This design comes from an exercise in tuning for small area, a short achievable clock period and few clock cycles per item on the open sky130 flow, not from production work. In this exercise RTL edits were held to simulation tests only and were not proved equivalent to the original. Power is estimated from default activity; no workload was simulated.

==> design/flow/design.v <==
package exec_pkg;
	localparam int XLEN    = 32;
	localparam int MODE_W  = 5;
	localparam int SUB_W   = 2;
	localparam int DEST_W  = 4;
	localparam int FDEST_W = 2;
	localparam int EXC_W   = 8;
	localparam logic [MODE_W-1:0] MODE_UARITH = 5'd1;
	localparam logic [MODE_W-1:0] MODE_SARITH = 5'd2;
	localparam logic [MODE_W-1:0] MODE_SHIFT  = 5'd5;
	localparam logic [MODE_W-1:0] MODE_LOGIC  = 5'd6;
	localparam logic [MODE_W-1:0] MODE_MOVE   = 5'd9;
	localparam logic [MODE_W-1:0] MODE_CMP    = 5'd17;
	localparam logic [MODE_W-1:0] MODE_SEXT   = 5'd18;
	localparam logic [SUB_W-1:0] ARITH_ADD = 2'd0;
	localparam logic [SUB_W-1:0] ARITH_SUB = 2'd1;
	localparam logic [SUB_W-1:0] ARITH_MUL = 2'd2;
	localparam logic [SUB_W-1:0] ARITH_DIV = 2'd3;
	localparam logic [SUB_W-1:0] SH_LEFT   = 2'd0;
	localparam logic [SUB_W-1:0] SH_RIGHT  = 2'd1;
	localparam logic [SUB_W-1:0] ROT_LEFT  = 2'd2;
	localparam logic [SUB_W-1:0] ROT_RIGHT = 2'd3;
	localparam logic [SUB_W-1:0] LG_AND = 2'd0;
	localparam logic [SUB_W-1:0] LG_OR  = 2'd1;
	localparam logic [SUB_W-1:0] LG_NOT = 2'd2;
	localparam logic [SUB_W-1:0] LG_XOR = 2'd3;
	localparam logic [SUB_W-1:0] CMP_UNSIGNED = 2'd0;
	localparam logic [SUB_W-1:0] CMP_SIGNED   = 2'd1;
	localparam logic [SUB_W-1:0] SEXT_BYTE    = 2'd0;
	localparam logic [SUB_W-1:0] SEXT_HALF    = 2'd1;
	localparam int unsigned SHIFT_MAX = 32;  
	localparam int MUL_BITS_PER_STEP  = 4;   
	localparam logic [EXC_W-1:0] EXC_DIV_ZERO = 8'd5;
	localparam logic [EXC_W-1:0] EXC_SHIFT_L  = 8'd6;
	localparam logic [EXC_W-1:0] EXC_SHIFT_R  = 8'd7;
	typedef union packed {
		logic [2*XLEN-1:0] product;
		struct packed {
			logic [XLEN-1:0] remainder;  
			logic [XLEN-1:0] quotient;   
		} division;
	} wide_result_u;
endpackage
import exec_pkg::*;
module int_mul (
	input  logic [XLEN+4:0] acc,
	input  logic [XLEN:0]   m,       
	input  logic [2:0]      d0,      
	input  logic [2:0]      d1,      
	input  logic            cin,
	output logic [XLEN+4:0] sum
);
	localparam int W = XLEN + 5;
	logic [W-1:0] me, r0, r1, s, c;
	logic one0, two0, neg0, one1, two1, neg1;
	assign me = {{4{m[XLEN]}}, m};
	assign {one0, two0, neg0} = d0;
	assign {one1, two1, neg1} = d1;
	assign r0 = ((one0 ? me : '0) | (two0 ? (me << 1) : '0)) ^ {W{neg0}};
	assign r1 = ((((one1 ? me : '0) | (two1 ? (me << 1) : '0)) ^ {W{neg1}}) << 2) | {{(W-2){1'b0}}, neg1, neg1};
	assign s = acc ^ r0 ^ r1;
	assign c = {((acc[W-2:0] & r0[W-2:0]) | (acc[W-2:0] & r1[W-2:0]) | (r0[W-2:0] & r1[W-2:0])), neg0};
	assign sum = s + c + {{(W-1){1'b0}}, cin | neg1};
endmodule
import exec_pkg::*;
module int_div (
	input  logic [XLEN-1:0] v,
	output logic [5:0]      n
);
	logic [15:0] a1; logic       c1 [16];
	logic [7:0]  a2; logic [1:0] c2 [8];
	logic [3:0]  a3; logic [2:0] c3 [4];
	logic [1:0]  a4; logic [3:0] c4 [2];
	always_comb begin
		for (int i = 0; i < 16; i++) begin
			a1[i] = v[2*i+1] | v[2*i];
			c1[i] = !v[2*i+1];
		end
		for (int i = 0; i < 8; i++) begin
			a2[i] = a1[2*i+1] | a1[2*i];
			c2[i] = a1[2*i+1] ? {1'b0, c1[2*i+1]} : {1'b1, c1[2*i]};
		end
		for (int i = 0; i < 4; i++) begin
			a3[i] = a2[2*i+1] | a2[2*i];
			c3[i] = a2[2*i+1] ? {1'b0, c2[2*i+1]} : {1'b1, c2[2*i]};
		end
		for (int i = 0; i < 2; i++) begin
			a4[i] = a3[2*i+1] | a3[2*i];
			c4[i] = a3[2*i+1] ? {1'b0, c3[2*i+1]} : {1'b1, c3[2*i]};
		end
		if (a4[1])
			n = {2'b00, c4[1]};
		else if (a4[0])
			n = {2'b01, c4[0]};
		else
			n = 6'd32;
	end
endmodule
import exec_pkg::*;
module int_arith (
	input  logic            do_div,
	input  logic            sel_mc,     
	input  logic            neg_lo,     
	input  logic            neg_hi,     
	input  logic            hx,         
	input  logic [XLEN-1:0] y_hi,
	input  logic [XLEN-1:0] y_lo,
	output logic [XLEN+4:0] acc,
	output logic            cin
);
	assign acc = ({(XLEN+5){sel_mc}} & {{4{hx}}, hx, y_hi}) |
		({(XLEN+5){do_div}} & {{3{hx}}, hx, y_hi, y_lo[XLEN-1]}) |
		({(XLEN+5){neg_lo}} & ~{5'd0, y_lo}) |
		({(XLEN+5){neg_hi}} & ~{5'd0, y_hi});
	assign cin = neg_lo | neg_hi;
endmodule
module booth_dec (
	input  logic [2:0] g,
	output logic [2:0] d
);
	assign d = {g[1] ^ g[0], (g[2] & !g[1] & !g[0]) | (!g[2] & g[1] & g[0]), g[2] & !(g[1] & g[0])};
endmodule
import exec_pkg::*;
module exec_simple (
	input  logic [MODE_W-1:0] mode,
	input  logic [SUB_W-1:0]  sub_op,
	input  logic [XLEN-1:0]   x1,
	input  logic [XLEN-1:0]   x2,
	input  logic [XLEN-1:0]   rot,      
	input  logic [XLEN-1:0]   spill,    
	output logic [XLEN-1:0]   y_lo,
	output logic [XLEN-1:0]   y_hi,      
	output logic              use_sum,   
	output logic              sum_c,
	output logic              sum_s
);
	logic ext, sub, nz1, nz2, eq, lt, flag0;
	logic is_arith, is_shift, is_logic;
	logic [XLEN:0] sum;
	logic [3:0] tt;            
	logic [XLEN-1:0] fill;     
	logic fill_bit;
	assign is_arith = (mode == MODE_UARITH) || (mode == MODE_SARITH);
	assign is_shift = (mode == MODE_SHIFT);
	assign is_logic = (mode == MODE_LOGIC);
	assign use_sum  = is_arith && !sub_op[1];
	assign ext = mode[1];
	assign sub = sub_op[0];
	assign sum = {ext & x1[XLEN-1], x1} + ({ext & x2[XLEN-1], x2} ^ {(XLEN+1){sub}}) + {{XLEN{1'b0}}, sub};
	assign nz1 = (x1 != '0);
	assign nz2 = (x2 != '0);
	assign eq  = (x1 == x2);
	always_comb begin
		case (sub_op)
			CMP_UNSIGNED: lt = (x1 < x2);
			CMP_SIGNED:   lt = ($signed(x1) < $signed(x2));
			default:      lt = 1'b0;
		endcase
	end
	always_comb begin
		case (sub_op)
			LG_AND:  flag0 = nz1 && nz2;
			LG_OR:   flag0 = nz1 || nz2;
			LG_NOT:  flag0 = !nz2;
			default: flag0 = nz1 ^ nz2;
		endcase
	end
	assign sum_c = sum[XLEN];
	assign sum_s = sum[XLEN] && (mode[1] || sub_op[0]);
	always_comb begin
		tt = 4'b0000;
		case (mode)
			MODE_UARITH, MODE_SARITH: tt = 4'b1100;    
			MODE_LOGIC: begin
				case (sub_op)
					LG_AND:  tt = 4'b1000;
					LG_OR:   tt = 4'b1110;
					LG_NOT:  tt = 4'b0101;
					default: tt = 4'b0110;
				endcase
			end
			MODE_MOVE: tt = 4'b1010;
			MODE_SEXT: tt = sub_op[1] ? 4'b0000 : 4'b1010;
			default: ;
		endcase
	end
	assign fill_bit = sub_op[0] ? x2[15] : x2[7];
	assign fill = (mode == MODE_SEXT && !sub_op[1]) ?
		(sub_op[0] ? {{16{1'b1}}, 16'd0} : {{24{1'b1}}, 8'd0}) : '0;
	always_comb begin
		for (int i = 0; i < XLEN; i++)
			y_lo[i] = fill[i] ? fill_bit : tt[{x1[i], x2[i]}];
		y_hi = '0;
		if (use_sum)
			y_lo = sum[XLEN-1:0];
		else if (is_shift) begin
			y_lo = sub_op[1] ? rot : (rot & ~spill);
			y_hi = rot & spill;
		end else if (is_logic) begin
			y_hi[0] = flag0;
		end else if (mode == MODE_CMP) begin
			y_hi[0] = eq;
			y_hi[1] = lt;
		end
	end
endmodule
import exec_pkg::*;
module exec_unit (
	input  logic               clk,
	input  logic               rst,
	input  logic               in_valid,
	output logic               in_ready,
	input  logic [MODE_W-1:0]  mode,
	input  logic [SUB_W-1:0]   sub_op,
	input  logic [XLEN-1:0]    x1,
	input  logic [XLEN-1:0]    x2,
	input  logic [DEST_W-1:0]  dest_sel,
	input  logic [FDEST_W-1:0] flag_sel,
	output logic               out_valid,
	input  logic               out_ready,
	output logic [XLEN-1:0]    y_lo,
	output logic [XLEN-1:0]    y_hi,
	output logic [DEST_W-1:0]  dest,
	output logic [FDEST_W-1:0] flag_dest,
	output logic               exc,
	output logic [EXC_W-1:0]   exc_code
);
	logic s_mul, s_corr, s_mag, s_norm, s_div, s_fixq, s_fixr;
	logic sel_mc, sel_nlo;    
	logic busy, accept;
	logic [4:0] cnt;
	logic [XLEN-1:0] b;       
	logic bs;                 
	logic hx;                 
	logic corr, mul_op, neg_q, neg_r;
	logic [1:0] code_lo;
	logic use_sum, sum_c, sum_s;
	logic hf, hc, hs;
	logic [XLEN-1:0] hi_r;
	assign y_hi = hf ? {{(XLEN-1){hs}}, hc} : hi_r;
	logic is_arith, sgn, is_mul, is_div, div_zero, sh_bad, raise, long_op, known;
	assign is_arith = (mode == MODE_UARITH) || (mode == MODE_SARITH);
	assign sgn      = (mode == MODE_SARITH);
	assign is_mul   = is_arith && (sub_op == ARITH_MUL);
	assign is_div   = is_arith && (sub_op == ARITH_DIV);
	assign div_zero = is_div && (x2 == '0);
	assign sh_bad   = (mode == MODE_SHIFT) && ((x2[XLEN-1:6] != '0) || (x2[5] && (x2[4:0] != '0)));
	assign raise    = div_zero || sh_bad;
	assign long_op  = is_mul || (is_div && !div_zero);
	assign known    = is_arith || (mode == MODE_SHIFT) || (mode == MODE_LOGIC) ||
		(mode == MODE_MOVE) || (mode == MODE_CMP) || (mode == MODE_SEXT);
	assign in_ready = !busy && (!out_valid || out_ready);
	assign accept   = in_valid && in_ready;
	logic [5:0] norm_amt, namt, lza_raw, lza, lzb_raw, lzb, th_amt;
	logic [4:0] rot_amt;
	logic [XLEN-1:0] rot_src, rot, therm, spill, simple_lo, simple_hi;
	logic [XLEN-1:0] r0, r1, r2, r3;
	assign rot_src = busy ? y_lo : x1;
	assign rot_amt = busy ? (namt[4:0] & {5{!namt[5]}}) : (sub_op[0] ? 5'd0 - x2[4:0] : x2[4:0]);
	assign r0  = rot_amt[0] ? {rot_src[XLEN-2:0], rot_src[XLEN-1]} : rot_src;
	assign r1  = rot_amt[1] ? {r0[XLEN-3:0], r0[XLEN-1:XLEN-2]} : r0;
	assign r2  = rot_amt[2] ? {r1[XLEN-5:0], r1[XLEN-1:XLEN-4]} : r1;
	assign r3  = rot_amt[3] ? {r2[XLEN-9:0], r2[XLEN-1:XLEN-8]} : r2;
	assign rot = rot_amt[4] ? {r3[XLEN-17:0], r3[XLEN-1:XLEN-16]} : r3;
	assign th_amt  = busy ? {namt[5], namt[4:0] & {5{!namt[5]}}} : x2[5:0];
	always_comb begin
		for (int i = 0; i < XLEN; i++)
			therm[i] = (6'(i) < th_amt);
		for (int i = 0; i < XLEN; i++)
			spill[i] = (!busy && sub_op[0]) ? therm[XLEN-1-i] : therm[i];
	end
	exec_simple u_simple (
		.mode   (mode),
		.sub_op (sub_op),
		.x1     (x1),
		.x2     (x2),
		.rot    (rot),
		.spill  (spill),
		.y_lo    (simple_lo),
		.y_hi    (simple_hi),
		.use_sum (use_sum),
		.sum_c   (sum_c),
		.sum_s   (sum_s)
	);
	logic last, do_mul, do_div, do_neg, do_corr;
	logic [XLEN+4:0] acc_in, sum;
	logic [2:0] d0, d1;        
	logic cin;
	assign last    = (cnt == 5'd0);
	assign do_mul  = s_mul;
	assign do_corr = s_corr;
	assign do_div  = s_div;
	assign do_neg  = s_mag || s_fixq || s_fixr;
	int_arith u_sel (
		.do_div  (do_div),
		.sel_mc  (sel_mc),
		.neg_lo  (sel_nlo),
		.neg_hi  (s_fixr),
		.hx      (hx),
		.y_hi    (hi_r),
		.y_lo    (y_lo),
		.acc     (acc_in),
		.cin     (cin)
	);
	int_mul u_add (
		.acc (acc_in),
		.m   ({bs, b}),
		.d0  (d0),
		.d1  (d1),
		.cin (cin),
		.sum (sum)
	);
	int_div u_lza (.v(x1 ^ {XLEN{x1[XLEN-1]}}), .n(lza_raw));
	int_div u_lzb (.v(x2 ^ {XLEN{x2[XLEN-1]}}), .n(lzb_raw));
	assign lza = !x1[XLEN-1] ? lza_raw : sgn ? lza_raw - 6'd1 : 6'd0;
	assign lzb = !x2[XLEN-1] ? lzb_raw : sgn ? (lzb_raw[5] ? 6'd31 : lzb_raw) : 6'd0;
	assign norm_amt = 6'd31 + lza - lzb;
	logic qz, div_end, rem_neg;
	assign qz      = namt[5];
	assign rem_neg = sum[XLEN+4];
	assign div_end = (s_norm && qz) || (s_div && last && !rem_neg) || (s_corr && !mul_op);
	always_ff @(posedge clk) begin
		if (rst) begin
			busy      <= 1'b0;
			out_valid <= 1'b0;
		end else begin
			if (out_valid && out_ready)
				out_valid <= 1'b0;
			if (accept) begin
				busy      <= long_op;
				out_valid <= !long_op;
			end else if (busy) begin
				if ((s_mul && last && !corr) || (s_corr && mul_op) || (div_end && !neg_q && !neg_r) ||
					(s_fixq && !neg_r) || s_fixr) begin
					busy      <= 1'b0;
					out_valid <= 1'b1;
				end
			end
		end
	end
	logic n_mul, n_corr, n_mag, n_norm, n_div, n_fixq, n_fixr;
	always_comb begin
		if (accept) begin
			n_mul  = is_mul;
			n_mag  = is_div && !div_zero && sgn && x1[XLEN-1];
			n_norm = is_div && !div_zero && !(sgn && x1[XLEN-1]);
			n_corr = 1'b0;
			n_div  = 1'b0;
			n_fixq = 1'b0;
			n_fixr = 1'b0;
		end else if (busy) begin
			n_mul  = s_mul && !last;
			n_corr = (s_mul && last && corr) || (s_div && last && rem_neg);
			n_mag  = 1'b0;
			n_norm = s_mag;
			n_div  = (s_norm && !qz) || (s_div && !last);
			n_fixq = div_end && neg_q;
			n_fixr = (div_end && !neg_q && neg_r) || (s_fixq && neg_r);
		end else begin
			n_mul  = s_mul;
			n_corr = s_corr;
			n_mag  = s_mag;
			n_norm = s_norm;
			n_div  = s_div;
			n_fixq = s_fixq;
			n_fixr = s_fixr;
		end
	end
	localparam logic [2:0] G_ADD = 3'b001, G_SUB = 3'b110;
	logic [2:0] g0n, g1n, d0n, d1n;
	always_comb begin
		g0n = 3'b000;
		g1n = 3'b000;
		if (accept) begin
			if (is_mul) begin
				g0n = {x1[1:0], 1'b0};
				g1n = x1[3:1];
			end
		end else if (s_mul && !last) begin
			g0n = y_lo[5:3];
			g1n = y_lo[7:5];
		end else if (s_mul && last) begin
			if (corr)
				g0n = G_ADD;
		end else if (s_norm) begin
			if (!qz)
				g0n = bs ? G_ADD : G_SUB;
		end else if (s_div && !last)
			g0n = (rem_neg ^ bs) ? G_ADD : G_SUB;
		else if (s_div && last && rem_neg)
			g0n = bs ? G_SUB : G_ADD;
	end
	booth_dec u_d0 (.g(g0n), .d(d0n));
	booth_dec u_d1 (.g(g1n), .d(d1n));
	always_ff @(posedge clk) begin
		if (accept || busy) begin
			d0 <= d0n;
			d1 <= d1n;
		end
	end
	always_ff @(posedge clk) begin
		s_mul   <= n_mul;
		s_corr  <= n_corr;
		s_mag   <= n_mag;
		s_norm  <= n_norm;
		s_div   <= n_div;
		s_fixq  <= n_fixq;
		s_fixr  <= n_fixr;
		sel_mc  <= n_mul || n_corr;
		sel_nlo <= n_mag || n_fixq;
	end
	always_ff @(posedge clk) begin
		if (accept) begin
			y_lo      <= raise ? '0 : simple_lo;
			hi_r      <= raise ? '0 : simple_hi;
			hx        <= 1'b0;
			hf        <= use_sum;
			hc        <= sum_c;
			hs        <= sum_s;
			b         <= x2;
			bs        <= sgn && x2[XLEN-1];
			corr      <= !sgn && x1[XLEN-1];
			mul_op    <= is_mul;
			neg_q     <= sgn && (x1[XLEN-1] ^ x2[XLEN-1]);
			neg_r     <= sgn && x1[XLEN-1];
			cnt       <= is_mul ? 5'd7 : 5'(lzb - lza);
			namt      <= norm_amt;
			dest      <= (raise || !known) ? '0 : dest_sel;
			flag_dest <= (raise || !known) ? '0 : flag_sel;
			exc       <= raise;
			code_lo   <= div_zero ? 2'd1 : sub_op[0] ? 2'd3 : 2'd2;
		end else if (busy) begin
			if (s_mul) begin
				{hx, hi_r} <= sum[XLEN+4:4];
				y_lo       <= {sum[3:0], y_lo[XLEN-1:4]};
			end
			if (s_mul || s_div)
				cnt <= cnt - 5'd1;
			if (s_mag || s_fixq)
				y_lo <= sum[XLEN-1:0];
			if (s_fixr || s_corr)
				hi_r <= sum[XLEN-1:0];
			if (s_norm) begin
				hi_r <= rot & spill;
				y_lo <= rot & ~spill;
			end
			if (s_div) begin
				{hx, hi_r} <= sum[XLEN:0];
				y_lo       <= {y_lo[XLEN-2:0], !rem_neg};
			end
		end
	end
	assign exc_code = exc ? {5'd0, 1'b1, code_lo} : '0;
endmodule
==> design/flow/flow/run.sh <==
#!/bin/bash
# The standard layout, with plain buffers on the ports and the timing repair aiming further below the clock period
set -euo pipefail
bash standard.sh SETUP_SLACK_MARGIN=6 "BUFFER_PORTS_ARGS=-buffer_cell sky130_fd_sc_hd__buf_2" finish > standard_flow.log 2>&1
==> design/flow/standard.sh <==
#!/bin/bash
# synth_recipe.tcl (not shown) runs the flow's synth.tcl, then flattens the netlist and writes it again
# the make line also repeats each setting of config.mk as NAME=value (left out here)
make -C /OpenROAD-flow-scripts/flow DESIGN_CONFIG=/design/flow/config.mk WORK_HOME=/design/flow/orfs CLKGATE_MAP_FILE= SYNTH_SCRIPT=/design/flow/synth_recipe.tcl "${@:-finish}"
==> design/flow/config.mk <==
export PLATFORM = sky130hd
export DESIGN_NAME = exec_unit
export DESIGN_NICKNAME = exec_unit
export VERILOG_FILES = /design/flow/design.v
export SDC_FILE = /design/flow/constraint.sdc
export NUM_CORES = 4
export LEC_CHECK = 0
export ABC_AREA = 1
export CAP_MARGIN = 30
export CORE_MARGIN = 2
export CORE_UTILIZATION = 40
export CTS_BUF_LIST = sky130_fd_sc_hd__clkbuf_4 sky130_fd_sc_hd__clkbuf_8
export PLACE_DENSITY = 0.6
export SETUP_SLACK_MARGIN = 5
export SLEW_MARGIN = 30
==> design/flow/constraint.sdc <==
create_clock -name core_clock -period 11.0 [get_ports {clk}]
set_input_delay 2.2000 -clock core_clock [delete_from_list [all_inputs] [get_ports {clk}]]
set_output_delay 2.2000 -clock core_clock [all_outputs]
set_load 0.01 [all_outputs]
==> summary.txt, run 1 <==
CP peak stage delay -> 410 ps
FF+latch count, synth -> 142
DR vias -> 27810
WL final -> 114700 µm
Met3 WL -> 12760 µm
Final Cell Area -> 25880 µm²
Syn Std Cell Area -> 23340 µm²
Highest routed layer -> met4
Total grt overflow -> 0
Final Skew -> 21.70 ps
Dpl hpwl -> 89540 µm
Reg2Reg Depth -> 21
IO Pins -> 162
Largest net degree at the start of global routing -> 70
Clock H-tree levels -> 4
EDFF count, synth -> 131
Clock power share -> 13.0%
Switching Share -> 55.04%
TritonCTS Buffers -> 17
Crit path max fanout -> 7
Hold Path Sink -> s_fixq
Initial antenna violation count -> 8
Layout cells sized above 1 -> 10.44%
P_leak -> 0.01258 µW
Number of DRC markers in iteration 0 -> 4046
Commonest register cell after synthesis -> edfxtp_1
WHS Path Cells -> 2
Final period utilization -> 46.58%
CTS max path bufs -> 2
Worst Tran Pin Value -> 958.7 ps
# DRC -> 0
Nets -> 4158
Post-Route Setup TNS -> 0 ps
TritonRoute pass-1 iters -> 6
Crit path max-delay cell type -> fa_2
M1 WL -> 46390 µm
Status -> finished clean
Synth Warn # -> 7
Worst-path cell chain -> buf_2 > xor2_1 > nor3_4 > nand2_2 > inv_2 > nand2_1 > o21ai_2 > nand2_2 > ha_4 > o22ai_4 > inv_2 > ha_4 > ha_2 > fa_2 > nand3_2 > nand2_1 > xor2_1 > xor2_1 > xor2_1
Reg2reg end -> y_lo[24]
Post-synthesis area per instance -> 6.051 µm²
Gr usage total -> 36.78%
Global-route wire length before repair -> 164400 µm
CTS Sinks -> 142
Combinational power share -> 64.0%
DRT antenna net count -> 0
Flop pwr share -> 23.0%
Largest area contributor in the netlist -> edfxtp_1
Cell Pwr Density -> 123.2 nW/µm²
Critical Path Sink Type -> flop
Register clock-pin slew on the reported worst setup and hold paths -> 100 ps
RSZ-0062 raised after global routing -> yes
Setup slack, reg-to-reg -> 6230 ps
Max Cap Viol -> 0
Internal -> 1434 µW
Worst R2R Start -> sel_nlo
Fmax -> 195.2 MHz
Clk Tree Root Cell -> clkbuf_8
Netlist cell types -> 62
Post-Syn Instances -> 3857
Final slew viol count -> 0
Die Span Y -> 245.6 µm
P_sw -> 1755 µW
Sequential area share after synthesis -> 17.80%
Synth top area share -> 16.86%
Placer Congestion -> 1.024
Min-delay worst type -> reg2reg
PnR worst setup slack -> 5876 ps
Core area -> 57700 µm²
Port Buffer Count -> 156
Main area contributors after synthesis -> edfxtp_1 17%, nand2_1 16%, inv_1 8.7%
Synthesis-to-layout area growth -> 10.87%
Worst path most repeated cell -> xor2_1
Worst EP required -> 11270 ps
WL met2 -> 49050 µm
Number of global-route vias before repair -> 24960
TritonCTS clock tree -> done
Slew margin rel. -> 36.09%
Setup CP Type -> in2reg
WL/cell -> 24.41 µm
Setup violators final -> 0
Worst slack, placed -> 4480 ps
Die ar. -> 60290 µm²
Hold buffers post-CTS -> 0
Hold Crit Start -> neg_q
Starting density of the core -> 40.45%
Peak supply drop -> 0.00007988 V
Asr flop ratio synth -> 0%
Startpoint Class -> input pin
Die Wd -> 245.6 µm
Via density -> 5.920
Row cnt -> 88
Period minus WS final -> 5124 ps
Later-pin clock latency in the skew report -> 510 ps
WP data arrival -> 5390 ps
Post-DP Area -> 24610 µm²
Final Hold Fails -> 0
==> per-layer routing <==
metal  up-vias  GRT usage (%)
li1      12970              -
met1     12860          49.63
met2      1669          56.56
met3       304          6.646
met4         0          17.58
met5         -              0
==> cells in the mapped netlist (9+ instances only) <==
cell type	number
nand3_1	332
xnor2_1	22
ha_1	121
o21ai_0	339
edfxtp_1	131
buf_2	30
inv_2	16
xor2_1	135
a31oi_1	18
o311ai_0	13
clkbuf_1	96
nor3_1	22
nand2_1	1018
inv_1	540
buf_1	29
a21o_1	18
nor4_1	15
o2111ai_1	10
buf_4	19
or2_2	9
a21oi_1	250
o21ai_1	80
nand3b_1	11
o22ai_1	73
nor2_1	255
o21bai_1	15
a221oi_1	27
o211ai_1	52
dfxtp_1	11
nand4_1	23
fa_1	41
==> final cells by class <==
class | count | area, µm²
fillers | 6377 | 31820
multi-input cells | 2975 | 16710
flip-flops and latches | 142 | 4158
inverters | 563 | 2176
repair buffers | 215 | 1498
well taps | 765 | 957.2
clock buffers | 18 | 241.5
clock inverters | 14 | 123.9
diodes | 4 | 10.01
repair inverters | 1 | 5.005
==> power by group through the flow <==
stage | sequential (µW) | clock [µW] | combinational (µW)
4_1_cts | 729 | 417 | 1950
3_5_place_dp | 745 | 0 | 1910
5_1_grt | 736 | 436 | 2210
2_1_floorplan | 715 | 0 | 1260
3_3_place_gp | 746 | 0 | 1910
6_report | 733 | 414 | 2040
==> cells in the final DEF (no fill, tap or decap), types with 12 or more instances in the layout <==
master,n
edfxtp_1,131
o21bai_1,14
nand3_1,328
fa_1,40
xnor2_1,19
nand2_2,13
clkbuf_4,16
o211ai_1,52
xor2_1,129
inv_1,515
a21o_1,18
nand2_1,1007
clkbuf_8,18
a21oi_1,243
o21ai_2,12
buf_2,126
o22ai_1,72
ha_1,113
nor3_1,18
inv_2,32
o311ai_0,13
a31oi_1,18
nor2_2,17
nand4_1,23
nor4_1,14
o21ai_0,323
a221oi_1,26
nor2_1,238
o21ai_1,88
buf_4,57
==> metrics by stage <==
step	std cells	utilization, %	hold WS [ps]	power [µW]
CTS	4676	43.86	543.2	3093
floorplan	3861	-	465.3	1972
global placement	4631	42.62	528.7	2655
finish	4697	44.85	550.0	3189
global route	4694	44.84	575.2	3380
detailed placement	4632	42.66	532.3	2659
==> registers in the layout, summed over array words and instances (netlist names), 2 cells and up <==
name and count:
b 32, cnt 5, code_lo 2, d0 3, d1 3, dest 4, flag_dest 2, hi_r 32
namt 6, y_lo 32
==> worst max path at each step <==
stage	from	to	slack, ps	cells after the start
2_1_floorplan	x1[31]	namt[5]	5400	24
3_3_place_gp	x1[31]	namt[5]	4560	23
3_5_place_dp	x1[31]	namt[5]	4480	23
4_1_cts	x2[30]	namt[5]	5830	23
5_1_grt	x2[28]	namt[5]	5770	23
6_report	x1[12]	namt[5]	5880	19
==> repair_timing <==
action	4_1_cts	5_1_grt
buffers inserted	9	13
setup endpoints to repair	80	73
cloned	3	4
resized for setup	56	122
pin swaps	5	23
==> cell families (layout without fill, tap and decap cells) <==
group	count (synthesis)	count (layout)	share of synthesized area, %
compound gates	940	940	23.01
xor+xnor	158	158	5.961
fa+ha+maj	162	162	10.00
buf+inv	745	811	12.69
flops	142	142	17.80
mux	1	1	0.04825
other cells	1	9	0.01607
simple gates	1708	1709	30.47
==> worst max-delay path, delay by kind of cell <==
kind / cells / cell delay (ps)
adders and majority gates: 4 / 1080
and+or+nand+nor: 6 / 730
xor gates and xnor gates: 4 / 630
buffers and inverters: 3 / 410
AOI/OAI and AO/OA: 2 / 350
Testbench counts, summed over its fixed seeds: cycles 73,845, ops 32,000.
==> inputs of run 2 (changes only) <==
--- a/design/flow/config.mk
+++ b/design/flow/config.mk
@@ -8,3 +8,3 @@
 export ABC_AREA = 1
-export CAP_MARGIN = 30
+export CAP_MARGIN = 20
 export CORE_MARGIN = 2
@@ -14,2 +14,2 @@
 export SETUP_SLACK_MARGIN = 5
-export SLEW_MARGIN = 30
+export SLEW_MARGIN = 20
==> summary.txt, run 2 <==
Status -> finished clean
IO Pins -> 162 (unchanged)
Startpoint Class -> input pin
CTS max path bufs -> 2 (unchanged)
GRT busiest layer -> met2
Min-delay worst type -> reg2reg
Most frequent cells in the layout -> 1001 x nand2_1, 511 x inv_1, 328 x nand3_1
Synth Area in Compound Gates -> 23.01% (unchanged)
Worst slack, placed -> 4463 ps (-17.67 ps)
WL final -> 115000 µm (+0.27%)
Worst Tran Pin Value -> 1215 ps (+256.3 ps)
Clk Tree Root Cell -> clkbuf_8
Post-synth top cells -> 1018 x nand2_1, 540 x inv_1, 339 x o21ai_0, 332 x nand3_1, 255 x nor2_1
Die Span Y -> 245.6 µm (unchanged)
Initial antenna violation count -> 7 (-1)
Main area contributors after synthesis -> edfxtp_1 17%, nand2_1 16%, inv_1 8.7%
Most common cell in the netlist -> nand2_1
Post-Route Setup TNS -> 0 ps (unchanged)
Internal -> 1440 µW (+0.44%)
Reg2Reg Depth -> 19 (-9.5%)
Critical Path Sink Type -> flop
Netlist cell types -> 62 (unchanged)
Placer Congestion -> 1.024 (unchanged)
DR vias -> 27920 (+0.39%)
Global-route wire length before repair -> 163500 µm (-0.52%)
Simple-gate area share of the yosys netlist -> 30.47% (unchanged)
Gr usage total -> 36.57% (-0.21 points)
Post-synthesis adder-cell area fraction -> 10.00% (unchanged)
Via density -> 5.927 (+0.11%)
Synth Warn # -> 7 (unchanged)
Final slew viol count -> 0 (unchanged)
Largest area contributor in the netlist -> edfxtp_1
Mux share of post-synthesis cell area -> 0.04825% (unchanged)
Met1 usage -> 50.24% (+0.60 points)
Final period utilization -> 46.19% (-0.39 points)
Slew margin rel. -> 18.25% (-18 points)
Top flop regs -> b: 32 flops, hi_r: 32 flops, y_lo: 32 flops
Post-Syn Instances -> 3857 (unchanged)
FF+latch count, synth -> 142 (unchanged)
Number of DRC markers in iteration 0 -> 3980 (-1.6%)
Hold buffers post-CTS -> 0 (unchanged)
WL/cell -> 24.41 µm (about the same)
Die ar. -> 60290 µm² (unchanged)
Sequential area share after synthesis -> 17.80% (unchanged)
Main combinational cell family by area after synthesis -> simple AND/OR/NAND/NOR gates
Fmax -> 196.8 MHz (+0.84%)
Asr flop ratio synth -> 0% (unchanged)
Clock H-tree levels -> 4 (unchanged)
PnR worst setup slack -> 5919 ps (+42.66 ps)
Commonest non-fill, non-tap cell in the layout -> nand2_1
Cell Pwr Density -> 122.6 nW/µm² (-0.52%)
WHS Path Cells -> 2 (unchanged)
Commonest register cell after synthesis -> edfxtp_1
TritonCTS Buffers -> 17 (unchanged)
Starting density of the core -> 40.45% (unchanged)
WP data arrival -> 5340 ps (-50 ps)
Dpl hpwl -> 89370 µm (-0.18%)
Setup violators final -> 0 (unchanged)
Row cnt -> 88 (unchanged)
Post-synthesis area per instance -> 6.051 µm² (unchanged)
P_leak -> 0.01264 µW (+0.48%)
RSZ-0062 raised after global routing -> yes
Clock power share -> 13.1% (about the same)
Final Hold Fails -> 0 (unchanged)
Post-synthesis xor/xnor area fraction -> 5.962% (unchanged)
Period minus WS final -> 5081 ps (-42.66 ps)
Crit path max fanout -> 5 (-2)
DRT antenna net count -> 0 (unchanged)
# DRC -> 0 (unchanged)
Final Skew -> 23.21 ps (+1.506 ps)
Syn Std Cell Area -> 23340 µm² (unchanged)
Nets -> 4172 (+0.34%)
Synthesis-to-layout area growth -> 11.90%
Max Cap Viol -> 0 (unchanged)
TritonCTS clock tree -> done
Flop pwr share -> 22.9% (about the same)
Register clock-pin slew on the reported worst setup and hold paths -> 100 ps (about the same)
Synth top area share -> 16.86% (unchanged)
P_sw -> 1762 µW (+0.37%)
TritonRoute pass-1 iters -> 6 (unchanged)
Core area -> 57700 µm² (unchanged)
Die Wd -> 245.6 µm (unchanged)
Met3 Track Usage GR -> 5.653% (-0.99 points)
Combinational power share -> 64.0% (about the same)
CTS Sinks -> 142 (unchanged)
Layout cells sized above 1 -> 11.06% (+0.62 points)
Switching Share -> 55.02% (about the same)
Grt met2 use -> 55.65% (-0.91 points)
Largest net degree at the start of global routing -> 70 (unchanged)
Setup CP Type -> in2reg
Total grt overflow -> 0 (unchanged)
Number of global-route vias before repair -> 24630 (-1.3%)
Peak supply drop -> 0.00007956 V (-0.40%)
Port Buffer Count -> 156 (unchanged)
Later-pin clock latency in the skew report -> 500 ps (about the same)
EDFF count, synth -> 131 (unchanged)
Worst EP required -> 11260 ps (about the same)
[run 2: through the flow]
step | instance area (µm²) | utilization (%) | hold slack, ps | total power, µW | cells
floorplan | 23460 | - | 465.3 | 1972 | 3861
global placement | 24590 | 42.62 | 528.7 | 2655 | 4631
detailed placement | 24590 | 42.62 | 531.1 | 2656 | 4631
CTS | 25330 | 43.90 | 542.5 | 3093 | 4678
global route | 26110 | 45.26 | 578.2 | 3392 | 4708
finish | 26120 | 45.27 | 543.7 | 3202 | 4710
[run 2: logic make-up after synthesis]
group,count (synthesis)
simple gates,1708
compound gates,940
buf+inv,745
fa+ha+maj,162
xor+xnor,158
flops,142
other cells,1
mux,1
[run 2: timing repair]
action	in CTS	in global routing
endpoints found under the setup margin	80	68
buffers inserted	12	23
cloned	3	6
endpoints found under the hold margin	0	0
pin swaps	5	41
resized for setup	65	159
[run 2: final cells by class]
cell class | count | area [µm²]
Antenna cell | 3 | 7.507
Clock buffer | 18 | 241.5
Clock inverter | 14 | 122.6
Fill cell | 6308 | 31580
Inverter | 563 | 2192
Multi-Input combinational cell | 2975 | 16790
Sequential cell | 142 | 4158
Tap cell | 765 | 957.2
Timing Repair Buffer | 227 | 1629
Timing Repair inverter | 3 | 22.52
[run 2: critical path: stages]
cell	delay, ps
buf_2	380
xnor2_1	230
nand2_1	80
nor2_1	110
inv_1	70
nor3_2	250
nand3_1	120
o311ai_1	100
o211ai_1	150
nand2_1	100
nand2_2	80
inv_1	100
ha_4	210
ha_4	160
fa_2	400
nand3_2	70
nand2_1	50
xor2_1	160
xor2_1	170
xor2_1	140
[run 2: final timing paths]
path                            startpoint      end  slack, ps
worst max-delay path                x2[10]  namt[5]       5920
worst min register to register       neg_q   s_fixq        540
worst min-delay path                 neg_q   s_fixq        540
worst max register to register       d0[2]    d0[2]       6130
[run 2: per-layer routing]
metal  share of wire (%)  wire, µm
met5               0.015        17
met4                 5.5      6378
met3                  11     12540
met2                  43     49100
met1                  41     46940
[run 2: power by group through the flow]
stage                     Combinational, µW  Clock [µW]  Sequential, µW
after floorplan                        1260           0             715
after global placement                 1910           0             746
after detailed placement               1910           0             745
after CTS                              1940         419             730
after global routing                   2220         436             737
final                                  2050         418             734

-- what the ideal ports hide --
In the flow no input, the clock included, has a driving cell. The finished layouts below were timed again as built, in two steps. Step 1: set_driving_cell puts a clkbuf_16 on clk and a buf_2 on each other input, an assumption about the parent block. Step 2, shift: input delay + t, output delay - t, t = (earliest + latest rising clock arrival at the registers) / 2. This alone moves slack from input paths to output paths. Slacks: ideal / step 1 / step 2; pairs: ideal / step 1.
| run | t (ns) | slack for setup (ns) | latest minus earliest clock arrival (ns) | slew at the worst register clock pin (ns) |
|---|---|---|---|---|
| run 1 | 0.558 | 5.876 / 5.785 / 5.227 | 0.022 / 0.022 | 0.10 / 0.10 |
| run 2 | 0.552 | 5.919 / 5.817 / 5.265 | 0.023 / 0.023 | 0.10 / 0.10 |
After both steps every run listed still meets setup and hold. The setup slack of run 2, which loses most, moves by -0.102 ns with the drivers and by -0.654 ns with both steps.
